From an optimization exercise on the open Yosys and OpenROAD flow, aimed at small area and a short achievable clock period; shortcuts taken in it are not production practice.
Only simulation tests tie the RTL to the original design; equivalence was not proved.
No driver is modelled on the clock port, so clock power and skew are understated where the tree is cut down; a real chip needs a root buffer or a tree.
Power and IR drop assume default switching activity.

== run A ==
==> flow/design.v <==
package spu_pkg;
    typedef enum logic [2:0] {
        FMT_RR  = 3'd0,
        FMT_RI7 = 3'd2
    } fmt_e;
    localparam logic [1:0] SH_SHL_OP   = 2'b11;
    localparam logic [1:0] SH_ROT_OP   = 2'b00;
    localparam logic [1:0] SH_ROTM_OP  = 2'b01;
    localparam logic [1:0] SH_ROTMA_OP = 2'b10;
endpackage
module sf2_shifter #(
    parameter int LO = 0,
    parameter int HI = 3
) (
    input  logic [15:0] x,
    input  logic [3:0]  amt,
    output logic [15:0] y
);
    logic [15:0] lv [LO:HI+1];
    assign lv[LO] = x;
    for (genvar l = LO; l <= HI; l++) begin : g_l
        assign lv[l+1] = amt[l] ? {lv[l][15-(1<<l):0], lv[l][15:16-(1<<l)]} : lv[l];
    end
    assign y = lv[HI+1];
endmodule
module sf2_rot2 #(
    parameter int LO = 0,
    parameter int HI = 3
) (
    input  logic [15:0] x,
    input  logic [3:0]  amt,
    input  logic [3:0]  amtn,
    output logic [15:0] y
);
    logic [15:0] lv [LO:HI+1];
    assign lv[LO] = x;
    for (genvar l = LO; l <= HI; l++) begin : g_l
        assign lv[l+1] = ({16{amt[l]}} & {lv[l][15-(1<<l):0], lv[l][15:16-(1<<l)]})
                       | ({16{amtn[l]}} & lv[l]);
    end
    assign y = lv[HI+1];
endmodule
module simple_fixed_2
(
    input  logic         clk,
    input  logic         reset,
    input  logic [0:10]  op,
    input  logic [2:0]   format,
    input  logic [6:0]   rt_addr,
    input  logic [0:127] ra,
    input  logic [0:127] rb,
    input  logic [0:17]  imm,
    input  logic         reg_write,
    output logic [0:127] rt_wb,
    output logic [6:0]   rt_addr_wb,
    output logic         reg_write_wb
);
    localparam int S0 = 1;   
    logic ok0, ri_fmt, ri0, wide0;
    assign ri_fmt = op[5] ? (format == spu_pkg::FMT_RI7) : (format == spu_pkg::FMT_RR);
    assign ok0   = (op[0:4] == 5'b00001) && op[6] && op[7] && ri_fmt;
    assign ri0   = op[5];
    assign wide0 = !op[8];
    logic [4:0]  s_cl [4];
    logic [4:0]  s_cu [4];
    logic [15:0] s_hu [4];
    logic [15:0] s_hl [4];
    logic [1:0]  s_sg [4];
    for (genvar j = 0; j < 4; j++) begin : g_s
        logic [31:0] x, b;
        assign x = ra[32*j +: 32];
        assign b = rb[32*j +: 32];
        assign s_cl[j] = ri0 ? imm[13:17] : b[4:0];
        assign s_cu[j] = ri0 ? (wide0 ? {imm[12], imm[14:17]} : imm[13:17])
                             : (wide0 ? {b[5], b[3:0]} : b[20:16]);
        assign s_sg[j] = {x[31], wide0 ? x[31] : x[15]};
        sf2_shifter #(.LO(0), .HI(S0-1)) u_u (.x(x[31:16]), .amt(s_cu[j][3:0]), .y(s_hu[j]));
        sf2_shifter #(.LO(0), .HI(S0-1)) u_l (.x(x[15:0]),  .amt(s_cl[j][3:0]), .y(s_hl[j]));
    end
    logic         r1_ok, r1_we;
    logic [6:0]   r1_addr;
    logic         r1_wide;
    logic [1:0]   r1_kind;
    logic [15:0]  r1_hu [4];
    logic [15:0]  r1_hl [4];
    logic [4:0]   r1_cl [4];
    logic [4:0]   r1_cu [4];
    logic [1:0]   r1_sg [4];
    logic [3:0]   r1_cun [4];   
    logic [3:0]   r1_cln [4];
    always_ff @(posedge clk or negedge reset) begin
        if (!reset) begin
            r1_ok   <= 1'b0;
            r1_we   <= 1'b0;
            r1_addr <= '0;
        end else begin
            r1_ok   <= ok0;
            r1_we   <= reg_write;
            r1_addr <= rt_addr;
        end
    end
    always_ff @(posedge clk) begin
        r1_wide <= wide0;
        r1_kind <= op[9:10];
        for (int j = 0; j < 4; j++) begin
            r1_hu[j] <= s_hu[j];
            r1_hl[j] <= s_hl[j];
            r1_cl[j] <= s_cl[j];
            r1_cu[j] <= s_cu[j];
            r1_sg[j] <= s_sg[j];
            r1_cun[j] <= ~s_cu[j][3:0];
            r1_cln[j] <= ~s_cl[j][3:0];
        end
    end
    logic [0:127] a_rt;
    logic         shl, rot, arith;
    assign shl   = r1_kind == spu_pkg::SH_SHL_OP;
    assign rot   = r1_kind == spu_pkg::SH_ROT_OP;
    assign arith = r1_kind == spu_pkg::SH_ROTMA_OP;
    function automatic logic [15:0] therm(input logic [3:0] c);
        logic [15:0] t;
        t = 16'hFFFF;
        for (int l = 0; l < 4; l++)
            for (int k = 0; k < 16; k++)
                if (((k >> l) & 1) == 1)
                    t[k] = t[k] | !c[l];
                else
                    t[k] = t[k] & !c[l];
        therm = t;
    endfunction
    for (genvar j = 0; j < 4; j++) begin : g_a
        logic [15:0] hu, hl, ou, ol, gu, gl, t;
        logic [4:0]  cu, cl;
        logic        c5, zu, zl, zw, fu, fl;
        logic        au, bu, ccu, al, bl, ccl;
        sf2_rot2 #(.LO(S0), .HI(3)) u_u (.x(r1_hu[j]), .amt(r1_cu[j][3:0]), .amtn(r1_cun[j]), .y(hu));
        sf2_rot2 #(.LO(S0), .HI(3)) u_l (.x(r1_hl[j]), .amt(r1_cl[j][3:0]), .amtn(r1_cln[j]), .y(hl));
        assign cu = r1_cu[j];
        assign cl = r1_cl[j];
        assign c5 = r1_cu[j][4];   
        assign zu = cu == 5'd0;
        assign zl = cl == 5'd0;
        assign zw = zl && !c5;
        assign fu = arith && r1_sg[j][1];
        assign fl = arith && r1_sg[j][0];
        always_comb begin
            if (rot) begin
                au = 1'b1; bu = 1'b0; ccu = 1'b0;
                al = 1'b1; bl = 1'b0; ccl = 1'b0;
            end else if (r1_wide) begin
                au  = shl ? !c5 && !cl[4] : zw;
                bu  = shl && !c5 && cl[4];
                ccu = !shl && c5 && cl[4];
                al  = shl ? 1'b0 : zw || (c5 && cl[4]);
                bl  = shl && !c5 && !cl[4];
                ccl = !shl && c5;
            end else begin
                au  = !shl && zu;
                bu  = shl && !cu[4];
                ccu = !shl && cu[4];
                al  = !shl && zl;
                bl  = shl && !cl[4];
                ccl = !shl && cl[4];
            end
        end
        assign gu = therm(cu[3:0]);
        assign gl = therm(cl[3:0]);
        assign t  = r1_wide ? gl ^ {16{cl[4]}} : 16'hFFFF;
        for (genvar k = 0; k < 16; k++) begin : g_k
            logic ku, kl;
            assign ku = au || (gu[k] ? bu : ccu);
            assign kl = al || (gl[k] ? bl : ccl);
            assign ou[k] = ku ? (t[k] ? hu[k] : hl[k]) : fu;
            assign ol[k] = kl ? (t[k] ? hl[k] : hu[k]) : fl;
        end
        assign a_rt[32*j +: 32] = {ou, ol};
    end
    logic [0:127] r2_rtn, r3_rt;
    logic [6:0]   r2_addr, r3_addr;
    logic         r2_kill, r2_we, r3_we;
    always_ff @(posedge clk)
        r2_rtn <= ~a_rt;
    always_ff @(posedge clk or negedge reset) begin
        if (!reset) begin
            r2_kill <= 1'b1;
            r2_addr <= '0;
            r2_we   <= 1'b0;
            r3_rt   <= '0;
            r3_addr <= '0;
            r3_we   <= 1'b0;
        end else begin
            r2_kill <= !r1_ok;
            r2_addr <= r1_addr;
            r2_we   <= r1_ok & r1_we;
            r3_rt   <= ~(r2_rtn | {128{r2_kill}});
            r3_addr <= r2_addr;
            r3_we   <= r2_we;
        end
    end
    assign rt_wb        = r3_rt;
    assign rt_addr_wb   = r3_addr;
    assign reg_write_wb = r3_we;
endmodule
export LEC_CHECK = 0
export CAP_MARGIN = 20
export CORE_MARGIN = 2
export CORE_UTILIZATION = 60
export SETUP_SLACK_MARGIN = 3.9
export SLEW_MARGIN = 20
create_clock -name core_clock -period 6.0 [get_ports {clk}]
standard.sh (not shown) runs the stock make flow with config.mk's settings and CLKGATE_MAP_FILE= SYNTH_SCRIPT=/design/flow/synth_recipe.tcl, a recipe that flattens the netlist after the stock synthesis.
==> flow/flow/run.sh <==
#!/bin/bash
# Standard ORFS layout with plain buf_1 port buffers and a two-level clock
# tree built by flow/mycts.tcl in place of the flow's clock tree synthesis.
set -euo pipefail
bash standard.sh "BUFFER_PORTS_ARGS=-buffer_cell sky130_fd_sc_hd__buf_1" "PRE_CTS_TCL=$PWD/flow/mycts.tcl" finish > standard.log 2>&1
==> flow/flow/mycts.tcl <==
# Two-level clock tree. The flip-flops are split by position into 2 x 2
# quadrants of equal count, and each quadrant into cols x rows groups of
# equal count. The clock port drives one clkbuf_16 per quadrant, at the
# middle of its flip-flops; each of these drives one leaf buffer per group,
# at the middle of the group's flip-flops, which drives the group's clock pins.
proc my_split {items idx parts} {
  set s [lsort -integer -index $idx $items]
  set n [llength $s]
  set out {}
  for {set i 0} {$i < $parts} {incr i} {
    lappend out [lrange $s [expr {$i * $n / $parts}] [expr {($i + 1) * $n / $parts - 1}]]
  }
  return $out
}

proc my_middle {items} {
  set sx 0; set sy 0
  foreach s $items { incr sx [lindex $s 1]; incr sy [lindex $s 2] }
  set n [llength $items]
  return [list [expr {$sx / $n}] [expr {$sy / $n}]]
}

proc my_buffer {name xy innet {cell sky130_fd_sc_hd__clkbuf_16}} {
  set block [ord::get_db_block]
  set b [odb::dbInst_create $block [[ord::get_db] findMaster $cell] $name]
  $b setLocation [lindex $xy 0] [lindex $xy 1]
  $b setPlacementStatus PLACED
  set net [odb::dbNet_create $block net_$name]
  $net setSigType CLOCK
  [$b findITerm A] connect $innet
  [$b findITerm X] connect $net
  return $net
}

proc my_two_level_cts {cols rows {leaf sky130_fd_sc_hd__clkbuf_16}} {
  set block [ord::get_db_block]
  set clk [$block findNet clk]
  set sinks {}
  foreach it [$clk getITerms] {
    set b [[$it getInst] getBBox]
    lappend sinks [list $it [expr {([$b xMin] + [$b xMax]) / 2}] [expr {([$b yMin] + [$b yMax]) / 2}]]
  }
  foreach s $sinks { [lindex $s 0] disconnect }
  puts "mycts: [llength $sinks] sinks, 4 quadrants of $cols x $rows groups"
  set q 0
  foreach half [my_split $sinks 1 2] {
    foreach quad [my_split $half 2 2] {
      set qnet [my_buffer clkbuf_q$q [my_middle $quad] $clk]
      set g 0
      foreach col [my_split $quad 1 $cols] {
        foreach grp [my_split $col 2 $rows] {
          set lnet [my_buffer clkbuf_q${q}_$g [my_middle $grp] $qnet $leaf]
          foreach s $grp { [lindex $s 0] connect $lnet }
          incr g
        }
      }
      incr q
    }
  }
}

my_two_level_cts 2 4 sky130_fd_sc_hd__clkbuf_8
# the tree is built; make the flow's own clock tree step a no-op
rename clock_tree_synthesis orfs_clock_tree_synthesis
proc clock_tree_synthesis {args} { puts "clock tree built by flow/mycts.tcl" }
> inputs changed (run A -> run B)
# run A
export LEC_CHECK = 0
export CAP_MARGIN = 20
export CORE_MARGIN = 2
export CORE_UTILIZATION = 60
export SETUP_SLACK_MARGIN = 3.9
export SLEW_MARGIN = 20
create_clock -name core_clock -period 6.0 [get_ports {clk}]
# run B
export LEC_CHECK = 0
export CAP_MARGIN = 20
export CORE_MARGIN = 2
export CORE_UTILIZATION = 60
export PLACE_DENSITY = 0.5
export SETUP_SLACK_MARGIN = 3.9
export SLEW_MARGIN = 20
create_clock -name core_clock -period 6.0 [get_ports {clk}]
--- a/flow/flow/mycts.tcl
+++ b/flow/flow/mycts.tcl
@@ -60,5 +60,5 @@
 }
 
-my_two_level_cts 2 4 sky130_fd_sc_hd__clkbuf_8
+my_two_level_cts 2 3 
 # the tree is built; make the flow's own clock tree step a no-op
 rename clock_tree_synthesis orfs_clock_tree_synthesis
Notes after the runs:
According to the power report, total power for run B is higher than for run A.
The maximum clock frequency of run B is higher than that of run A.
Compared with run A, run B shows a lower critical path depth.
Diff run B..run A | number of endpoints failing setup at the final stage | unchanged
The following lists how run C was set up differently from run B:
# run B
export LEC_CHECK = 0
export CAP_MARGIN = 20
export CORE_MARGIN = 2
export CORE_UTILIZATION = 60
export PLACE_DENSITY = 0.5
export SETUP_SLACK_MARGIN = 3.9
export SLEW_MARGIN = 20
create_clock -name core_clock -period 6.0 [get_ports {clk}]
# run C
export LEC_CHECK = 0
export CAP_MARGIN = 20
export CORE_MARGIN = 2
export CORE_UTILIZATION = 60
export SETUP_SLACK_MARGIN = 3.9
export SLEW_MARGIN = 20
create_clock -name core_clock -period 6.0 [get_ports {clk}]
--- a/flow/flow/mycts.tcl
+++ b/flow/flow/mycts.tcl
@@ -2,5 +2,5 @@
 # quadrants of equal count, and each quadrant into cols x rows groups of
 # equal count. The clock port drives one clkbuf_16 per quadrant, at the
-# middle of its flip-flops; each of these drives one leaf buffer per group,
+# middle of its flip-flops; each of these drives one clkbuf_16 per group,
 # at the middle of the group's flip-flops, which drives the group's clock pins.
 proc my_split {items idx parts} {
@@ -21,7 +21,7 @@
 }
 
-proc my_buffer {name xy innet {cell sky130_fd_sc_hd__clkbuf_16}} {
+proc my_buffer {name xy innet} {
   set block [ord::get_db_block]
-  set b [odb::dbInst_create $block [[ord::get_db] findMaster $cell] $name]
+  set b [odb::dbInst_create $block [[ord::get_db] findMaster sky130_fd_sc_hd__clkbuf_16] $name]
   $b setLocation [lindex $xy 0] [lindex $xy 1]
   $b setPlacementStatus PLACED
@@ -33,5 +33,5 @@
 }
 
-proc my_two_level_cts {cols rows {leaf sky130_fd_sc_hd__clkbuf_16}} {
+proc my_two_level_cts {cols rows} {
   set block [ord::get_db_block]
   set clk [$block findNet clk]
@@ -50,5 +50,5 @@
       foreach col [my_split $quad 1 $cols] {
         foreach grp [my_split $col 2 $rows] {
-          set lnet [my_buffer clkbuf_q${q}_$g [my_middle $grp] $qnet $leaf]
+          set lnet [my_buffer clkbuf_q${q}_$g [my_middle $grp] $qnet]
           foreach s $grp { [lindex $s 0] connect $lnet }
           incr g
@@ -60,5 +60,5 @@
 }
 
-my_two_level_cts 2 3 
+my_two_level_cts 2 3
 # the tree is built; make the flow's own clock tree step a no-op
 rename clock_tree_synthesis orfs_clock_tree_synthesis
Results
Run C: all stages complete, timing, DRC and antenna checks passed. Diff run C..run B | sum of internal, switching and leakage power | unchanged. In terms of instance count after placement with tap cells included, run B and run C differ only marginally. Diff run C..run B | synthesized cell count | unchanged. As far as final total negative setup slack goes, run C and run B are indistinguishable; the numbers are identical.
> inputs changed (run C -> run D)
# run C
export LEC_CHECK = 0
export CAP_MARGIN = 20
export CORE_MARGIN = 2
export CORE_UTILIZATION = 60
export SETUP_SLACK_MARGIN = 3.9
export SLEW_MARGIN = 20
create_clock -name core_clock -period 6.0 [get_ports {clk}]
# run D
export LEC_CHECK = 0
export CAP_MARGIN = 20
export CORE_MARGIN = 2
export CORE_UTILIZATION = 60
export SETUP_SLACK_MARGIN = 3.8
export SLEW_MARGIN = 20
create_clock -name core_clock -period 6.0 [get_ports {clk}]
--- a/flow/flow/mycts.tcl
+++ b/flow/flow/mycts.tcl
@@ -2,5 +2,5 @@
 # quadrants of equal count, and each quadrant into cols x rows groups of
 # equal count. The clock port drives one clkbuf_16 per quadrant, at the
-# middle of its flip-flops; each of these drives one clkbuf_16 per group,
+# middle of its flip-flops; each of these drives one leaf buffer per group,
 # at the middle of the group's flip-flops, which drives the group's clock pins.
 proc my_split {items idx parts} {
@@ -21,7 +21,7 @@
 }
 
-proc my_buffer {name xy innet} {
+proc my_buffer {name xy innet {cell sky130_fd_sc_hd__clkbuf_16}} {
   set block [ord::get_db_block]
-  set b [odb::dbInst_create $block [[ord::get_db] findMaster sky130_fd_sc_hd__clkbuf_16] $name]
+  set b [odb::dbInst_create $block [[ord::get_db] findMaster $cell] $name]
   $b setLocation [lindex $xy 0] [lindex $xy 1]
   $b setPlacementStatus PLACED
@@ -33,5 +33,5 @@
 }
 
-proc my_two_level_cts {cols rows} {
+proc my_two_level_cts {cols rows {leaf sky130_fd_sc_hd__clkbuf_16}} {
   set block [ord::get_db_block]
   set clk [$block findNet clk]
@@ -50,5 +50,5 @@
       foreach col [my_split $quad 1 $cols] {
         foreach grp [my_split $col 2 $rows] {
-          set lnet [my_buffer clkbuf_q${q}_$g [my_middle $grp] $qnet]
+          set lnet [my_buffer clkbuf_q${q}_$g [my_middle $grp] $qnet $leaf]
           foreach s $grp { [lindex $s 0] connect $lnet }
           incr g
@@ -60,5 +60,5 @@
 }
 
-my_two_level_cts 2 3
+my_two_level_cts 2 4 sky130_fd_sc_hd__clkbuf_8
 # the tree is built; make the flow's own clock tree step a no-op
 rename clock_tree_synthesis orfs_clock_tree_synthesis
### Flow results
- Taking run C as the reference point, the share of total power in the clock network of run D falls by 2.4 points.
- On number of nets in the layout, run D tracks run C almost exactly.
- | share of cell area taken by flip-flops and latches | lower: run C |
- The clock-pin slew on the worst setup and hold paths in run D sits 30 ps above the value recorded for run C.
- Summary of the comparison: count of instances resized after the clock tree is built is lower in run D, relative to run C.
- Going from run C to run D, overall power of the completed layout -5.0%, floorplan die area ~0 delta, met2 wire length -about 7%, fmax -3.3%.
Changes in run E relative to run D:
--- a/flow/flow/mycts.tcl
+++ b/flow/flow/mycts.tcl
@@ -2,5 +2,5 @@
 # quadrants of equal count, and each quadrant into cols x rows groups of
 # equal count. The clock port drives one clkbuf_16 per quadrant, at the
-# middle of its flip-flops; each of these drives one leaf buffer per group,
+# middle of its flip-flops; each of these drives one clkbuf_16 per group,
 # at the middle of the group's flip-flops, which drives the group's clock pins.
 proc my_split {items idx parts} {
@@ -21,7 +21,7 @@
 }
 
-proc my_buffer {name xy innet {cell sky130_fd_sc_hd__clkbuf_16}} {
+proc my_buffer {name xy innet} {
   set block [ord::get_db_block]
-  set b [odb::dbInst_create $block [[ord::get_db] findMaster $cell] $name]
+  set b [odb::dbInst_create $block [[ord::get_db] findMaster sky130_fd_sc_hd__clkbuf_16] $name]
   $b setLocation [lindex $xy 0] [lindex $xy 1]
   $b setPlacementStatus PLACED
@@ -33,5 +33,5 @@
 }
 
-proc my_two_level_cts {cols rows {leaf sky130_fd_sc_hd__clkbuf_16}} {
+proc my_two_level_cts {cols rows} {
   set block [ord::get_db_block]
   set clk [$block findNet clk]
@@ -50,5 +50,5 @@
       foreach col [my_split $quad 1 $cols] {
         foreach grp [my_split $col 2 $rows] {
-          set lnet [my_buffer clkbuf_q${q}_$g [my_middle $grp] $qnet $leaf]
+          set lnet [my_buffer clkbuf_q${q}_$g [my_middle $grp] $qnet]
           foreach s $grp { [lindex $s 0] connect $lnet }
           incr g
@@ -60,5 +60,5 @@
 }
 
-my_two_level_cts 2 4 sky130_fd_sc_hd__clkbuf_8
+my_two_level_cts 3 3
 # the tree is built; make the flow's own clock tree step a no-op
 rename clock_tree_synthesis orfs_clock_tree_synthesis
==> comparison <==
Summary of run E over run D: worst setup margin rose 38 ps, path length in cells of the critical path fell 5, proportion of layout cells with a drive suffix above 1 fell 0.34 points.
Run D → run E: overall power of the completed layout went up by about 9%; met3 usage moved up.
In every run of this note, the design's own scripts or RTL, not TritonCTS, make the clock network.

-- re-timing with driven ports --
The flow's constraints put no driver on any port. The routed layouts listed below were extracted and timed again, unchanged, in two steps. Step 1 sets driving cells, clkbuf_16 on the clock port and buf_2 on the other inputs (assumed; they add their load-dependent delay and slew). Step 2 times the ports against the registers' clock, not the clock port: input delays grow and output delays shrink by t, the midpoint of the rising clock arrivals with the driver on. Slacks: ideal ports / drivers / drivers and shift; pairs: ideal ports / drivers.
| run | t, ns | setup slack, ns | hold slack, ns |
|---|---|---|---|
| run A | 0.477 | 3.810 / 3.721 / 3.384 | 0.358 / 0.358 / 0.358 |
| run B | 0.474 | 3.864 / 3.737 / 3.376 | 0.354 / 0.354 / 0.354 |
| run C | 0.474 | 3.864 / 3.737 / 3.376 | 0.354 / 0.354 / 0.354 |
| run D | 0.463 | 3.791 / 3.704 / 3.386 | 0.355 / 0.355 / 0.355 |
| run E | 0.490 | 3.829 / 3.707 / 3.340 | 0.345 / 0.345 / 0.345 |
After both steps setup and hold are still met in every run listed. The setup slack of run E, which loses most, moves by -0.122 ns with the drivers and by -0.489 ns with both steps.
